Context: an optimization exercise on an open-source flow, tuned for small area, a short achievable clock period and few clock cycles per item. The choices shown serve that exercise and are no tape-out recipe.
In this exercise RTL edits were held to simulation tests only and were not proved equivalent to the original.
No activity file was given, so power comes from the tool's default toggle rates.

==> design/flow/design.v <==
`timescale 1ns / 1ps
package nmpt_pkg;
   localparam int PAGE_W     = 11;
   localparam int WAIT_W     = 16;
   localparam int RETRY_W    = 8;
   localparam int TOTAL_W    = 32;
   localparam int CMP_W      = 17;   
   localparam int CSR_IDX_W  = 2;
   localparam int CSR_DATA_W = 16;
   localparam logic [PAGE_W-1:0]  PAGE_COUNT_RST  = 11'd1024;
   localparam logic [WAIT_W-1:0]  WAIT_TICKS_RST  = 16'd1000;
   localparam logic [RETRY_W-1:0] RETRY_LIMIT_RST = 8'd5;
   typedef enum logic [2:0] {
      OP_COMPLAINT   = 3'd0,
      OP_PAGE_RESENT = 3'd1,
      OP_QUERY_PAGE  = 3'd2,
      OP_TICK        = 3'd3,
      OP_ARM_WAIT    = 3'd4,
      OP_CLEAR_ALL   = 3'd5
   } op_type;
   typedef enum logic [2:0] {
      CC_PAGE_RECEIVED = 3'd0,
      CC_START_OK      = 3'd1,
      CC_EOF_OK        = 3'd2,
      CC_MISSING_PAGE  = 3'd3,
      CC_LAST_MISSING  = 3'd4
   } complaint_type;
   typedef enum logic [CSR_IDX_W-1:0] {
      CSR_PAGE_COUNT  = 2'd0,
      CSR_WAIT_TICKS  = 2'd1,
      CSR_RETRY_LIMIT = 2'd2
   } csr_index_type;
   typedef enum logic [1:0] {
      ST_SWEEP,
      ST_IDLE,
      ST_EXEC
   } state_type;
   typedef struct packed {
      logic [2:0]        operation;
      logic [2:0]        complaint_code;
      logic              frame_ok;
      logic [PAGE_W-1:0] page;
   } req_type;
   typedef struct packed {
      logic               handled;
      logic               page_missing;
      logic               any_missing;
      logic [TOTAL_W-1:0] missing_reports;
      logic               peer_ready;
      logic               resend;
      logic               timed_out;
   } rsp_type;
endpackage
`timescale 1ns / 1ps
module nmpt_ram #(
   parameter int WIDTH = 1,
   parameter int DEPTH = 1024
) (
   input  logic                     clock,
   input  logic                     wr_en,
   input  logic [$clog2(DEPTH)-1:0] wr_addr,
   input  logic [WIDTH-1:0]         wr_data,
   input  logic [$clog2(DEPTH)-1:0] rd_addr,
   output logic [WIDTH-1:0]         rd_data
);
   logic [WIDTH-1:0] mem [DEPTH];
   always_ff @(posedge clock) begin
      if (wr_en) begin
         mem[wr_addr] <= wr_data;
      end
      rd_data <= mem[rd_addr];
   end
endmodule
`timescale 1ns / 1ps
import nmpt_pkg::*;
module nak_missing_page_tracker #(
   parameter int MAX_PAGES = 1024
) (
   input  logic                  clock,
   input  logic                  reset,
   input  logic                  req_valid,
   output logic                  req_stall,
   input  nmpt_pkg::req_type               req_data,
   output logic                  rsp_valid,
   input  logic                  rsp_stall,
   output nmpt_pkg::rsp_type               rsp_data,
   input  logic                  csr_wr_en,
   input  logic [CSR_IDX_W-1:0]  csr_index,
   input  logic [CSR_DATA_W-1:0] csr_wr_data
);
   localparam int AW = $clog2(MAX_PAGES);        
   localparam int CW = $clog2(MAX_PAGES + 1);    
   localparam logic [CMP_W-1:0] MAX_PAGES_W = CMP_W'(MAX_PAGES);
   localparam logic [AW-1:0]    LAST_ADDR   = AW'(MAX_PAGES - 1);
   nmpt_pkg::state_type            state_ff,        state_in;
   logic [AW-1:0]        sweep_addr_ff,   sweep_addr_in;
   nmpt_pkg::req_type              item_ff;
   logic [AW-1:0]        item_addr_ff;
   logic                 rsp_valid_ff,    rsp_valid_in;
   nmpt_pkg::rsp_type              rsp_ff,          rsp_in;
   logic [PAGE_W-1:0]    page_count_ff;
   logic [WAIT_W-1:0]    wait_ticks_ff;
   logic [RETRY_W-1:0]   retry_limit_ff;
   logic [CW-1:0]        marked_count_ff, marked_count_in;
   logic [TOTAL_W-1:0]   report_total_ff, report_total_in;
   logic                 ready_ff,        ready_in;
   logic                 waiting_ff,      waiting_in;
   logic [WAIT_W-1:0]    elapsed_ff,      elapsed_in;
   logic [RETRY_W-1:0]   expiry_ff,       expiry_in;
   logic                 out_free;
   logic                 req_accept;
   logic                 exec_fire;
   logic                 sweep_last;
   logic                 ram_wr_en;
   logic [AW-1:0]        ram_wr_addr;
   logic                 ram_wr_data;
   logic [AW-1:0]        ram_rd_addr;
   logic                 ram_rd_data;
   logic [AW-1:0]        req_addr;
   logic [CMP_W-1:0]     item_page_w;
   logic [CMP_W-1:0]     page_limit;
   logic                 report_in_range;
   logic                 page_in_store;
   logic                 bit_wr;
   logic                 bit_value;
   logic                 handled;
   logic                 page_missing;
   logic                 resend;
   logic                 timed_out;
   logic [WAIT_W-1:0]    elapsed_inc;
   logic [RETRY_W-1:0]   expiry_inc;
   nmpt_ram #(
      .WIDTH (1),
      .DEPTH (MAX_PAGES)
   ) u_bitmap (
      .clock   (clock),
      .wr_en   (ram_wr_en),
      .wr_addr (ram_wr_addr),
      .wr_data (ram_wr_data),
      .rd_addr (ram_rd_addr),
      .rd_data (ram_rd_data)
   );
   assign req_addr = (req_data.operation == OP_COMPLAINT)
                   ? AW'(CMP_W'(req_data.page) - CMP_W'(1))
                   : AW'(CMP_W'(req_data.page));
   assign item_page_w     = CMP_W'(item_ff.page);
   assign page_limit      = (CMP_W'(page_count_ff) > MAX_PAGES_W)
                          ? MAX_PAGES_W : CMP_W'(page_count_ff);
   assign report_in_range = (item_page_w != '0) && (item_page_w <= page_limit);
   assign page_in_store   = item_page_w < MAX_PAGES_W;
   assign out_free   = !rsp_valid_ff || !rsp_stall;
   assign req_accept = req_valid && !req_stall;
   assign exec_fire  = (state_ff == ST_EXEC) && out_free;
   assign sweep_last = sweep_addr_ff == LAST_ADDR;
   assign rsp_valid  = rsp_valid_ff;
   assign rsp_data   = rsp_ff;
   always_comb begin : next_state
      state_in = state_ff;
      unique case (state_ff)
         ST_SWEEP: begin
            if (sweep_last) begin
               state_in = ST_IDLE;
            end
         end
         ST_IDLE: begin
            if (req_accept) begin
               state_in = ST_EXEC;
            end
         end
         ST_EXEC: begin
            if (exec_fire) begin
               state_in = (item_ff.operation == OP_CLEAR_ALL) ? ST_SWEEP : ST_IDLE;
            end
         end
         default: state_in = ST_SWEEP;
      endcase
   end
   always_comb begin : seq_outputs
      req_stall     = 1'b1;
      sweep_addr_in = sweep_addr_ff;
      ram_wr_en     = 1'b0;
      ram_wr_addr   = item_addr_ff;
      ram_wr_data   = bit_value;
      ram_rd_addr   = item_addr_ff;
      unique case (state_ff)
         ST_SWEEP: begin
            ram_wr_en     = 1'b1;
            ram_wr_addr   = sweep_addr_ff;
            ram_wr_data   = 1'b0;
            sweep_addr_in = sweep_last ? '0 : sweep_addr_ff + AW'(1);
         end
         ST_IDLE: begin
            req_stall   = 1'b0;
            ram_rd_addr = req_addr;
         end
         ST_EXEC: begin
            ram_wr_en = exec_fire && bit_wr;
         end
         default: ;
      endcase
   end
   assign elapsed_inc = (elapsed_ff != '1) ? elapsed_ff + WAIT_W'(1) : elapsed_ff;
   always_comb begin : word_update
      marked_count_in = marked_count_ff;
      report_total_in = report_total_ff;
      ready_in        = ready_ff;
      waiting_in      = waiting_ff;
      elapsed_in      = elapsed_ff;
      expiry_in       = expiry_ff;
      expiry_inc      = expiry_ff;
      bit_wr          = 1'b0;
      bit_value       = 1'b0;
      handled         = 1'b0;
      page_missing    = 1'b0;
      resend          = 1'b0;
      timed_out       = 1'b0;
      if (exec_fire) begin
         unique case (item_ff.operation)
            OP_COMPLAINT: begin
               if (item_ff.frame_ok) begin
                  unique case (item_ff.complaint_code)
                     CC_PAGE_RECEIVED: begin
                        handled = 1'b1;
                     end
                     CC_START_OK, CC_EOF_OK: begin
                        handled    = 1'b1;
                        ready_in   = 1'b1;
                        waiting_in = 1'b0;
                     end
                     CC_MISSING_PAGE, CC_LAST_MISSING: begin
                        handled = 1'b1;
                        if (report_in_range) begin
                           if (!ram_rd_data) begin
                              bit_wr          = 1'b1;
                              bit_value       = 1'b1;
                              marked_count_in = marked_count_ff + CW'(1);
                           end
                           if (report_total_ff != '1) begin
                              report_total_in = report_total_ff + TOTAL_W'(1);
                           end
                           if (item_ff.complaint_code == CC_LAST_MISSING) begin
                              ready_in   = 1'b1;
                              waiting_in = 1'b0;
                           end
                        end
                     end
                     default: ;
                  endcase
                  if (handled && waiting_in) begin
                     elapsed_in = '0;
                  end
               end
            end
            OP_PAGE_RESENT: begin
               if (page_in_store && ram_rd_data) begin
                  bit_wr          = 1'b1;
                  bit_value       = 1'b0;
                  marked_count_in = marked_count_ff - CW'(1);
               end
            end
            OP_QUERY_PAGE: begin
               page_missing = page_in_store && ram_rd_data;
            end
            OP_TICK: begin
               if (waiting_ff && !ready_ff) begin
                  elapsed_in = elapsed_inc;
                  if (elapsed_inc >= wait_ticks_ff) begin
                     expiry_inc = (expiry_ff != '1) ? expiry_ff + RETRY_W'(1) : expiry_ff;
                     expiry_in  = expiry_inc;
                     if (expiry_inc < retry_limit_ff) begin
                        resend     = 1'b1;
                        elapsed_in = '0;
                     end else begin
                        timed_out  = 1'b1;
                        waiting_in = 1'b0;
                     end
                  end
               end
            end
            OP_ARM_WAIT: begin
               ready_in   = 1'b0;
               waiting_in = 1'b1;
               elapsed_in = '0;
               expiry_in  = '0;
            end
            OP_CLEAR_ALL: begin
               marked_count_in = '0;
            end
            default: ;
         endcase
      end
      rsp_in.handled         = handled;
      rsp_in.page_missing    = page_missing;
      rsp_in.any_missing     = marked_count_in != '0;
      rsp_in.missing_reports = report_total_in;
      rsp_in.peer_ready      = ready_in;
      rsp_in.resend          = resend;
      rsp_in.timed_out       = timed_out;
      rsp_valid_in = exec_fire ? 1'b1 : (rsp_valid_ff && rsp_stall);
   end
   always_ff @(posedge clock) begin
      if (reset) begin
         state_ff        <= ST_SWEEP;
         sweep_addr_ff   <= '0;
         rsp_valid_ff    <= 1'b0;
         page_count_ff   <= PAGE_COUNT_RST;
         wait_ticks_ff   <= WAIT_TICKS_RST;
         retry_limit_ff  <= RETRY_LIMIT_RST;
         marked_count_ff <= '0;
         report_total_ff <= '0;
         ready_ff        <= 1'b0;
         waiting_ff      <= 1'b0;
         elapsed_ff      <= '0;
         expiry_ff       <= '0;
      end else begin
         state_ff        <= state_in;
         sweep_addr_ff   <= sweep_addr_in;
         rsp_valid_ff    <= rsp_valid_in;
         marked_count_ff <= marked_count_in;
         report_total_ff <= report_total_in;
         ready_ff        <= ready_in;
         waiting_ff      <= waiting_in;
         elapsed_ff      <= elapsed_in;
         expiry_ff       <= expiry_in;
         if (csr_wr_en) begin
            case (csr_index)
               CSR_PAGE_COUNT:  page_count_ff  <= csr_wr_data[PAGE_W-1:0];
               CSR_WAIT_TICKS:  wait_ticks_ff  <= csr_wr_data[WAIT_W-1:0];
               CSR_RETRY_LIMIT: retry_limit_ff <= csr_wr_data[RETRY_W-1:0];
               default: ;
            endcase
         end
      end
   end
   always_ff @(posedge clock) begin
      if (req_accept) begin
         item_ff      <= req_data;
         item_addr_ff <= req_addr;
      end
      if (exec_fire) begin
         rsp_ff <= rsp_in;
      end
   end
endmodule
`timescale 1ns / 1ps
module nmpt_top (
   input  logic        clock,
   input  logic        reset,
   input  logic        req_valid,
   output logic        req_stall,
   input  logic [2:0]  req_op,
   input  logic [2:0]  req_code,
   input  logic        req_frame_ok,
   input  logic [10:0] req_page,
   output logic        rsp_valid,
   input  logic        rsp_stall,
   output logic        rsp_handled,
   output logic        rsp_page_missing,
   output logic        rsp_any_missing,
   output logic [31:0] rsp_missing_reports,
   output logic        rsp_peer_ready,
   output logic        rsp_resend,
   output logic        rsp_timed_out,
   input  logic        csr_wr_en,
   input  logic [1:0]  csr_index,
   input  logic [15:0] csr_wr_data
);
   nmpt_pkg::req_type req_word;
   nmpt_pkg::rsp_type rsp_word;
   assign req_word.operation      = req_op;
   assign req_word.complaint_code = req_code;
   assign req_word.frame_ok       = req_frame_ok;
   assign req_word.page           = req_page;
   assign rsp_handled         = rsp_word.handled;
   assign rsp_page_missing    = rsp_word.page_missing;
   assign rsp_any_missing     = rsp_word.any_missing;
   assign rsp_missing_reports = rsp_word.missing_reports;
   assign rsp_peer_ready      = rsp_word.peer_ready;
   assign rsp_resend          = rsp_word.resend;
   assign rsp_timed_out       = rsp_word.timed_out;
   nak_missing_page_tracker #(
      .MAX_PAGES (1024)
   ) u_tracker (
      .clock       (clock),
      .reset       (reset),
      .req_valid   (req_valid),
      .req_stall   (req_stall),
      .req_data    (req_word),
      .rsp_valid   (rsp_valid),
      .rsp_stall   (rsp_stall),
      .rsp_data    (rsp_word),
      .csr_wr_en   (csr_wr_en),
      .csr_index   (csr_index),
      .csr_wr_data (csr_wr_data)
   );
endmodule
==> design/flow/run.sh <==
#!/bin/bash
# synth_recipe.tcl (not shown) runs the flow's synth.tcl, then flattens the netlist and writes it again
# the make line also repeats each setting of config.mk as NAME=value (left out here)
make -C /OpenROAD-flow-scripts/flow DESIGN_CONFIG=/design/flow/config.mk WORK_HOME=/design/flow/orfs CLKGATE_MAP_FILE= SYNTH_SCRIPT=/design/flow/synth_recipe.tcl finish
==> design/flow/config.mk <==
export PLATFORM = sky130hd
export DESIGN_NAME = nmpt_top
export DESIGN_NICKNAME = nmpt_top
export VERILOG_FILES = /design/flow/design.v
export SDC_FILE = /design/flow/constraint.sdc
export NUM_CORES = 4
export LEC_CHECK = 0
export CAP_MARGIN = 20
export CORE_MARGIN = 2
export CORE_UTILIZATION = 40
export SLEW_MARGIN = 20
==> design/flow/constraint.sdc <==
create_clock -name core_clock -period 8.0 [get_ports {clock}]
set_input_delay 1.6000 -clock core_clock [delete_from_list [all_inputs] [get_ports {clock}]]
set_output_delay 1.6000 -clock core_clock [all_outputs]
set_load 0.01 [all_outputs]
==> impl_metrics.py <==
metrics = {
    "timing": {
        "max_freq_ghz": 0.1582,
        "layout_min_cycle_time_ns": 6.320,
        "worst_slew_pin_slew_ns": 1.237,
        "hold_viol_final": 0,
        "rsz0062_at_grt": "false",
        "min_period_over_period_pct": 79.00,
        "setup_viol_count_final": 0,
        "skew_ns": 0.03496,
        "drv_slew": 0,
        "setup_ws_ns": 1.680,
        "slew_headroom_pct": 17.52,
    },
    "clocking": {
        "cts.sinks": 1208,
        "numCtsBuffers": 133,
        "worstSkewPairLatency_ns": 0.76,
        "post_cts_buffers": 0,
        "htreeDepth": 4,
        "clk_pin_slew_worst_paths_ns": 0.06,
        "clockBufferDepth": 3,
        "ctsResizeCount": 0,
        "tritoncts": "built",
        "root_buffer": "clkbuf_16",
        "hold_buffers": 0,
    },
    "floorplanning": {
        "initial_core_util_pct": 40.23,
        "die_w_um": 375.4,
        "dieArea_mm2": 0.1409,
        "ioPinCount": 81,
        "rows": 136,
        "dieHeight_um": 375.4,
        "core-area_mm2": 0.1372,
    },
    "place": {
        "routabilityCongestion": 0.9009,
        "dp_hpwl_mm": 95.43,
        "placed_cells": 6264,
        "numPortBuffers": 80,
        "dpl_worst_slack_ns": 1.015,
    },
    "setup_path": {
        "crit_required_ns": 8.66,
        "path_cells": "clkdlybuf4s50_1 > inv_1 > ha_1 > or4b_1 > mux2i_4 > or2_2 > buf_4 > nor2_2 > buf_4 > nand3_1 > o2111ai_1 > nand3_1 > nor4_1 > o22ai_1 > a41o_1",
        "crit_arrival_ns": 6.98,
        "slowest_delay_ns": 0.77,
        "endpoint_kind": "register",
        "crit_buf_inv": 4,
        "crit_fanout": 19,
        "start_kind": "input pin",
        "path_delay_family": "simple AND/OR/NAND/NOR gates",
        "critPathSlowestCell": "nor4_1",
        "critPathKind": "input pin to register",
    },
    "yosys": {
        "yosysTopAreaCell": "edfxtp_1",
        "synth_edf_count": 1090,
        "synth.net_count": 4765,
        "synth_top_area_share_pct": 59.32,
        "synthFlopType": "edfxtp_1",
        "ys_seq_elements": 1208,
        "yosys-top-cells-area": "edfxtp_1 (59%), mux4_2 (5.5%), nor2_1 (5.3%)",
        "async_flop_share_pct": 0,
        "syn_avg_cell_area_um2": 11.78,
        "yosysSeqAreaShare_pct": 63.60,
        "netlist_area_mm2": 0.05518,
        "synthCells": 4683,
        "synth_most_common_cell": "edfxtp_1",
        "yosysWarnings": 2,
        "yosys-top-cells-count": "edfxtp_1 (1,090), nor2_1 (777), nand2_1 (591), nor3_1 (438), clkbuf_1 (251)",
        "synth.distinct_cells": 87,
    },
    "grt": {
        "grt_max_degree": 241,
        "grt_remaining_overflow": 0,
        "grt_pass1_wl_mm": 250.5,
        "grtUsageTotal_pct": 23.76,
        "antenna_found_initial": 2,
        "grt_pass1_vias": 37580,
    },
    "route": {
        "wirelength_mm": 170.2,
        "wire_per_inst_um": 26.16,
        "drt_first_iter_violations": 5234,
        "dr.pass1.iters": 8,
        "drc": 0,
        "drtAntennaViolNets": 0,
        "vias_per_cell": 6.045,
        "num_vias": 39340,
    },
    "power_and_ir_drop": {
        "seqPwrFrac_pct": 52.3,
        "p_int_mw": 10.15,
        "p_comb_share_pct": 2.1,
        "power_switching_mw": 2.838,
        "p_sw_share_pct": 21.86,
        "p_leak_nw": 20.17,
        "peakVddDrop_mv": 0.2140,
        "cellPowerDensity_mw_per_mm2": 209.6,
        "p_clk_share_pct": 45.6,
    },
    "final_layout": {
        "fin_util_pct": 45.16,
        "regArea_mm2": 0.03509,
        "fill_cells": 12480,
        "drive_gt1_share_pct": 10.82,
        "finalNonFillerCells": 6507,
        "nets": 4687,
        "multiInputGateArea_mm2": 0.01852,
        "area_growth_pct": 12.24,
    },
    "outcome": {
        "outcome": "no timing/DRC/antenna violations",
    },
    "min_path": {
        "hold_path.class": "register to register",
    },
    "job": {
        "max-cap-violations": 0,
    },
}
## area by class of cell
type                            instances  share of cell area [%]
Clock buffer                          175                   5.752
Sequential cell                      1208                   56.66
Inverter                               50                  0.3091
Multi-Input combinational cell       3030                   29.91
Tap cell                             1794                   3.624
Clock inverter                         67                  0.9091
Antenna cell                            1                0.004040
Timing Repair Buffer                  182                   2.828
## sequential cells by signal, indices dropped and copies added (netlist names), 2 cells and up
register                   cells
u_tracker.page_count_ff       11
u_tracker.wait_ticks_ff       16
u_tracker.item_ff             18
u_tracker.item_addr_ff        10
u_tracker.elapsed_ff          16
u_tracker.retry_limit_ff       8
u_tracker.u_bitmap.mem      1024
u_tracker.rsp_ff              38
u_tracker.sweep_addr_ff       10
u_tracker.report_total_ff     32
u_tracker.marked_count_ff     11
u_tracker.state_ff             2
u_tracker.expiry_ff            8
## cells in the final DEF (no fill, tap or decap), types with 10 or more instances in the layout
| master | count |
|---|---|
| clkinv_1 | 24 |
| xor2_1 | 19 |
| a32oi_1 | 13 |
| clkbuf_1 | 36 |
| clkdlybuf4s50_1 | 79 |
| a211o_1 | 10 |
| a21o_1 | 13 |
| o21ai_0 | 32 |
| a22oi_1 | 58 |
| buf_12 | 15 |
| or3_1 | 13 |
| nand2_1 | 573 |
| clkinv_2 | 18 |
| xnor2_1 | 43 |
| nor4_1 | 10 |
| nor3_1 | 436 |
| nand4_1 | 48 |
| and3_1 | 61 |
| o31ai_1 | 10 |
| buf_4 | 88 |
| and2_1 | 12 |
| o211ai_1 | 10 |
| mux4_2 | 134 |
| nor2_1 | 766 |
| nand2b_1 | 15 |
| dfxtp_1 | 118 |
| a211oi_1 | 27 |
| mux2i_1 | 65 |
| a31oi_1 | 43 |
| a22o_1 | 19 |
| edfxtp_1 | 1090 |
| inv_1 | 48 |
| ha_1 | 41 |
| a311oi_1 | 20 |
| nor2b_1 | 48 |
| clkbuf_16 | 135 |
| a21oi_1 | 60 |
| nand3_1 | 211 |
| o21a_1 | 21 |
## worst reg2reg max path, stage by stage, from the launching register on
cell and delay (ns):
dfxtp_1 0.46, nor2b_1 0.23, buf_4 0.23, inv_2 0.29, nand2b_1 0.09, buf_4 0.26
nand2_4 0.52, buf_12 0.39, buf_12 0.33, buf_4 0.27, mux4_2 0.53, a22oi_1 0.20
nand3_1 0.09, nor4_1 0.77, o22ai_1 0.32, a41o_1 0.29
## metrics by stage
stage | power [mW] | TNS (ns) | instance area (um2) | hold WS, ns
final | 12.98 | 0 | 61930 | 0.4590
after global routing | 13.30 | 0 | 61930 | 0.4885
after CTS | 13.04 | 0 | 61920 | 0.4606
after detailed placement | 7.189 | 0 | 57800 | 0.4524
after global placement | 7.188 | 0 | 57780 | 0.4453
after floorplan | 7.054 | -4665.63 | 55240 | 0.4302
## path summary, 6_finish.rpt
path / slack, ns / start / end / depth (start not counted)
setup reg to reg: 2.64 / u_tracker.state_ff[0] / u_tracker.u_bitmap.rd_data / 15
hold / removal: 0.46 / u_tracker.wait_ticks_ff[2] / u_tracker.wait_ticks_ff[2] / 2
hold reg to reg: 0.46 / u_tracker.wait_ticks_ff[2] / u_tracker.wait_ticks_ff[2] / 2
setup / recovery: 1.68 / req_page[1] / u_tracker.u_bitmap.rd_data / 15
## logic make-up after synthesis
group                      count (synthesis)  share of synthesized area [%]
and+or+nand+nor                         2293                          18.52
DFF                                     1208                          63.60
buffers and inverters                    445                          3.404
AOI/OAI and AO/OA                        425                          5.660
muxes                                    209                          6.900
xor gates and xnor gates                  62                         0.9841
adders and majority gates                 41                         0.9297
## power by group through the flow
stage / combinational (mW) / clock (mW) / sequential, mW
2_1_floorplan: 0.132 / 0 / 6.92
3_3_place_gp: 0.264 / 0 / 6.92
3_5_place_dp: 0.264 / 0 / 6.92
4_1_cts: 0.266 / 5.99 / 6.79
5_1_grt: 0.280 / 6.24 / 6.79
6_report: 0.270 / 5.92 / 6.79
## per-layer routing
metal | GRT usage [%] | up-vias | part of all wire, %
li1 | - | 17020 | -
met1 | 32.71 | 19880 | 40
met2 | 37.40 | 2090 | 46
met3 | 4.566 | 346 | 10
met4 | 8.850 | 2 | 3.7
met5 | 0 | - | 0.0076
Testbench counts, summed over its fixed seeds: cycles 73,592, items 16,320.

-- what the ideal ports hide --
How much do the figures lean on ideal ports? The routed layout below was timed once more, with nothing changed but the port constraints.
Step 1 assumes that a clkbuf_16 drives the clock port and a buf_2 every other input.
Step 2 adds t to the input delays and takes it off the output delays; t is the mean of the earliest and latest rising clock arrival at the registers after step 1. Input paths then give back, and output paths get back, about the clock's delay inside the block.
Slacks: no drivers / after step 1 / after step 2; pairs: no drivers / after step 1.
t (ns): 0.822
setup WS [ns]: 1.680 / 1.711 / 0.889
clock arrival spread, ns: 0.038 / 0.038
worst register clock-pin slew, ns: 0.06 / 0.06
pins driven straight from the clock port: 1
After both steps setup and hold are still met in this run. The setup slack of this run moves by +0.031 ns with the drivers and by -0.791 ns with both steps.
